This is an optimization exercise on Yosys and OpenROAD, whose aim is small area and a short achievable clock period, not a production implementation. At most, simulation tests tie the RTL to the original design; equivalence was not proved. Power and IR drop assume default switching activity.

// dma_fifo
module dma_fifo #(
  parameter int DATA_WIDTH = 32,
  parameter int DEPTH      = 64
) (
  input  logic                    clk,
  input  logic                    rst,
  input  logic                    flush,
  input  logic                    fifo_wen,
  input  logic [DATA_WIDTH-1:0]   fifo_wdata,
  input  logic                    fifo_rden,
  output logic [DATA_WIDTH-1:0]   fifo_rdata,
  output logic                    fifo_is_empty,
  output logic                    fifo_is_full,
  output logic [$clog2(DEPTH):0]  fifo_count,
  output logic                    ovf,
  output logic                    udf
);
For scale: ~5,600 cells after synthesis, ~2,100 flip-flops, ~80 I/O pins, about 71,000 um2 of cells after synthesis.
clock: 4.0 ns
lec_check: 0
cap_margin: 20
core_margin: 2
core_utilization: 50
slew_margin: 20
synth_hierarchical: 1
synth_minimum_keep_size: 0
run.sh (not shown) runs the stock make flow with config.mk's settings and CLKGATE_MAP_FILE= SYNTH_SCRIPT=/design/flow/synth_recipe.tcl, a recipe that flattens the netlist after the stock synthesis.
Then changed:
Settings changed: CTS_BUF_LIST set to sky130_fd_sc_hd__clkbuf_8.
Outcome: The new run finished clean. Via count climbs by 0.91%. Power drops by 3.5%. Maximum frequency drops by 0.73%.
Function was not checked in any run of this note: the RTL went through the layout flow alone.


Another version of the RTL of dma_fifo (not shown whole).
Size: ~6200 cells after synthesis, roughly 2200 flip-flops, about 74000 µm² of cells after synthesis.
Settings: LEC_CHECK=0, CAP_MARGIN=20, CORE_MARGIN=2, CORE_UTILIZATION=50, CTS_CLUSTER_DIAMETER=100, CTS_CLUSTER_SIZE=25, SETUP_SLACK_MARGIN=1.9, SLEW_MARGIN=20, SYNTH_HIERARCHICAL=1, SYNTH_MINIMUM_KEEP_SIZE=0; clock period 4.0 ns.
The first run finished clean.
Change:
Settings changed: CAP_MARGIN 20 to 10, SETUP_SLACK_MARGIN 1.9 to 1.75, SLEW_MARGIN 20 to 10.
Die area is unchanged.
Register-to-register slack is worse by 0.03 ns.
Core utilization fell by 1.6 points.
Hold slack is worse by 0.015 ns.


dma_fifo, a different RTL version from the one above (not shown whole).
For scale: about 2,200 flip-flops, roughly 80 I/O pins.
Design dma_fifo, start of the top module:
module dma_fifo #(
  parameter int DATA_WIDTH = 32,
  parameter int DEPTH      = 64
) (
  input  logic                    clk,
  input  logic                    rst,
  input  logic                    flush,
  input  logic                    fifo_wen,
  input  logic [DATA_WIDTH-1:0]   fifo_wdata,
  input  logic                    fifo_rden,
  output logic [DATA_WIDTH-1:0]   fifo_rdata,
  output logic                    fifo_is_empty,
  output logic                    fifo_is_full,
  output logic [$clog2(DEPTH):0]  fifo_count,
  output logic                    ovf,
  output logic                    udf
);
==> flow/config.mk <==
export PLATFORM = sky130hd
export DESIGN_NAME = dma_fifo
export DESIGN_NICKNAME = dma_fifo
export VERILOG_FILES = /design/flow/design.v
export SDC_FILE = /design/flow/constraint.sdc
export NUM_CORES = 4
export LEC_CHECK = 0
export CAP_MARGIN = 20
export CORE_MARGIN = 2
export CORE_UTILIZATION = 50
export CTS_CLUSTER_DIAMETER = 100
export CTS_CLUSTER_SIZE = 30
export SETUP_SLACK_MARGIN = 2.0
export SLEW_MARGIN = 20
export SYNTH_HIERARCHICAL = 1
export SYNTH_MINIMUM_KEEP_SIZE = 0
export TNS_END_PERCENT = 10
==> flow/constraint.sdc <==
create_clock -name core_clock -period 4.0 [get_ports {clk}]
set_input_delay 0.8000 -clock core_clock [delete_from_list [all_inputs] [get_ports {clk}]]
set_output_delay 0.8000 -clock core_clock [all_outputs]
set_load 0.01 [all_outputs]
The baseline finished with timing, DRC and antenna clean.
Next try:
TNS_END_PERCENT = not set   (was 10)
Power hardly moves.
Sequential power stays flat.
Register-to-register slack is better by 80 ps.
Utilization went up by 1.8 points.
Die area is unchanged.
Synthesized area is unchanged.
Routed wire length went up by a few percent.
Via count went up by a few percent.
Fmax went up by a few percent.
Critical path depth is unchanged.
Next try:
CORE_UTILIZATION = 60   (was 50)
CTS_CLUSTER_SIZE = 25   (was 30)
GPL_TIMING_DRIVEN = 1   (was not set)
=>
- flip-flop and latch count is unchanged
- setup slack is worse by 82 ps
- area after synthesis does not change
- wire length falls by about 6%
- clock-buffer cell count went up by 14
- total power rose by about 1.7%
- cell area drops by 1.9%
- sequential share of layout area rose by 0.94 points
- clock skew barely changes
- non-clock buffer count shrinks by 91
- utilization came out higher by 10 points
Next try:
CORE_UTILIZATION = 50   (was 60)
CTS_CLUSTER_SIZE = 30   (was 25)
GPL_TIMING_DRIVEN = not set   (was 1)
SETUP_SLACK_MARGIN = 1.0   (was 2.0)
Die area came out higher by about a fifth.
Worst setup slack is worse by 230 ps.
Count of clock-buffer cells in the layout drops by 12.
Total power went down by a few percent.
Core utilization fell by 14 points.
Worst hold slack is worse by 110 ps.
Maximum frequency is lower by a little under a tenth.
Global-route usage goes down by 7.2 points.
Wire length came out lower slightly.
Next try:
CTS_CLUSTER_DIAMETER = not set   (was 100)
CTS_CLUSTER_SIZE = not set   (was 30)
GPL_TIMING_DRIVEN = 1   (was not set)
Effect: Setup slack gets better by 71 ps. Clock skew hardly moves. Final area grows by a few percent. Core utilization grows by 3.6 points. Global-route usage grows by 0.55 points. Hold slack gets worse by 58 ps. Wire length grows slightly. Non-clock buffer count shrinks by 1.


RTL: one of the versions met above, not the one the previous note started from.
For scale: ~6200 cells after synthesis, roughly 2200 flip-flops, ~80 I/O pins.
clock: 4.0 ns
lec_check: 0
cap_margin: 20
core_margin: 2
core_utilization: 55
cts_cluster_diameter: 100
cts_cluster_size: 25
setup_slack_margin: 1.75
slew_margin: 20
synth_hierarchical: 1
synth_minimum_keep_size: 0
Next try:
- CORE_UTILIZATION: 55 -> 50
- SETUP_SLACK_MARGIN: 1.75 -> 1.5
The new run finished clean; clock power stays flat; setup slack degrades by 0.17 ns; cell count climbs by 2.3%; cell area came out lower by 1.4%; global-route usage is lower by 3.2 points; synthesized cell count does not change.
Next try:
- SETUP_SLACK_MARGIN: 1.5 -> 1.75
What happened: Clock power is about the same. Count of clock-buffer cells in the layout decreases by 2. Design area increases by about 1.2%. Routed wire length increases by 1.6%. Setup slack is better by 0.20 ns. Sequential cell count stays the same. Fmax increases by about 9%.


Another version of the RTL of dma_fifo (not shown whole).
Size: about 2200 flip-flops, about 80 I/O pins.
clock: 4.0 ns
lec_check: 0
cap_margin: 20
core_margin: 2
core_utilization: 50
cts_cluster_diameter: 100
cts_cluster_size: 25
setup_slack_margin: 1.75
slew_margin: 20
synth_hierarchical: 1
synth_minimum_keep_size: 0
==> next run, changes <==
Settings changed: SETUP_SLACK_MARGIN 1.75 to 2.0.
Result: Critical path depth is unchanged; power is about the same; die area does not change; hold slack improved by 0.021 ns; final cell count rises slightly; non-clock buffer count is higher by 131; cell area rose by a few percent; sequential power is about the same.

-- port drivers added, routing unchanged --
The flow's constraints put no driver on any port. The routed layouts listed below were extracted and timed again, unchanged, in two steps. Step 1 (the two cells are an assumption about what drives the block):
set clk [get_ports {clk}]
set_driving_cell -lib_cell sky130_fd_sc_hd__clkbuf_16 $clk
set_driving_cell -lib_cell sky130_fd_sc_hd__buf_2 [delete_from_list [all_inputs] $clk]
Step 2 adds t to the input delays and takes it off the output delays; t is the mean of the earliest and latest rising clock arrival at the registers after step 1. Input paths then give back, and output paths get back, about the clock's delay inside the block. Three values: ideal, step 1, step 2; two values: the first two.
| run | t, ns | slack for setup (ns) | hold slack, ns | worst slew at a driven data input, ns |
|---|---|---|---|---|
| the first run of note 1 | 0.899 | 0.497 / 0.497 / 0.497 | 0.391 / 0.324 / 0.465 | 0.06 |
| the second run of note 1 | 1.088 | 0.472 / 0.472 / 0.472 | 0.162 / 0.107 / 0.465 | 0.06 |
| the first run of note 2 | 0.834 | 1.632 / 1.540 / 1.111 | 0.462 / 0.438 / 0.462 | 0.04 |
| the second run of note 2 | 0.823 | 1.684 / 1.606 / 1.005 | 0.446 / 0.419 / 0.458 | 0.06 |
| the first run of note 3 | 0.824 | 1.204 / 1.204 / 0.873 | 0.445 / 0.386 / 0.472 | 0.14 |
| the second run of note 3 | 0.818 | 1.285 / 1.285 / 1.212 | 0.482 / 0.482 / 0.482 | 0.12 |
| the third run of note 3 | 0.818 | 1.203 / 1.203 / 1.181 | 0.464 / 0.462 / 0.478 | 0.12 |
| the fourth run of note 3 | 0.826 | 0.972 / 0.972 / 0.429 | 0.358 / 0.332 / 0.460 | 0.07 |
| the fifth run of note 3 | 0.899 | 1.043 / 1.043 / 0.431 | 0.300 / 0.269 / 0.455 | 0.07 |
| the first run of note 4 | 0.842 | 1.649 / 1.563 / 0.960 | 0.450 / 0.386 / 0.462 | 0.04 |
| the second run of note 4 | 0.838 | 1.481 / 1.447 / 0.777 | 0.368 / 0.374 / 0.455 | 0.09 |
| the third run of note 4 | 0.823 | 1.684 / 1.606 / 1.005 | 0.446 / 0.419 / 0.458 | 0.06 |
| the first run of note 5 | 0.825 | 1.646 / 1.579 / 0.754 | 0.456 / 0.460 / 0.460 | 0.17 |
| the second run of note 5 | 0.837 | 1.714 / 1.714 / 1.173 | 0.477 / 0.459 / 0.477 | 0.22 |
After both steps every run listed still meets setup and hold. The setup slack of the first run of note 5, which loses most, moves by -0.067 ns with the drivers and by -0.892 ns with both steps.
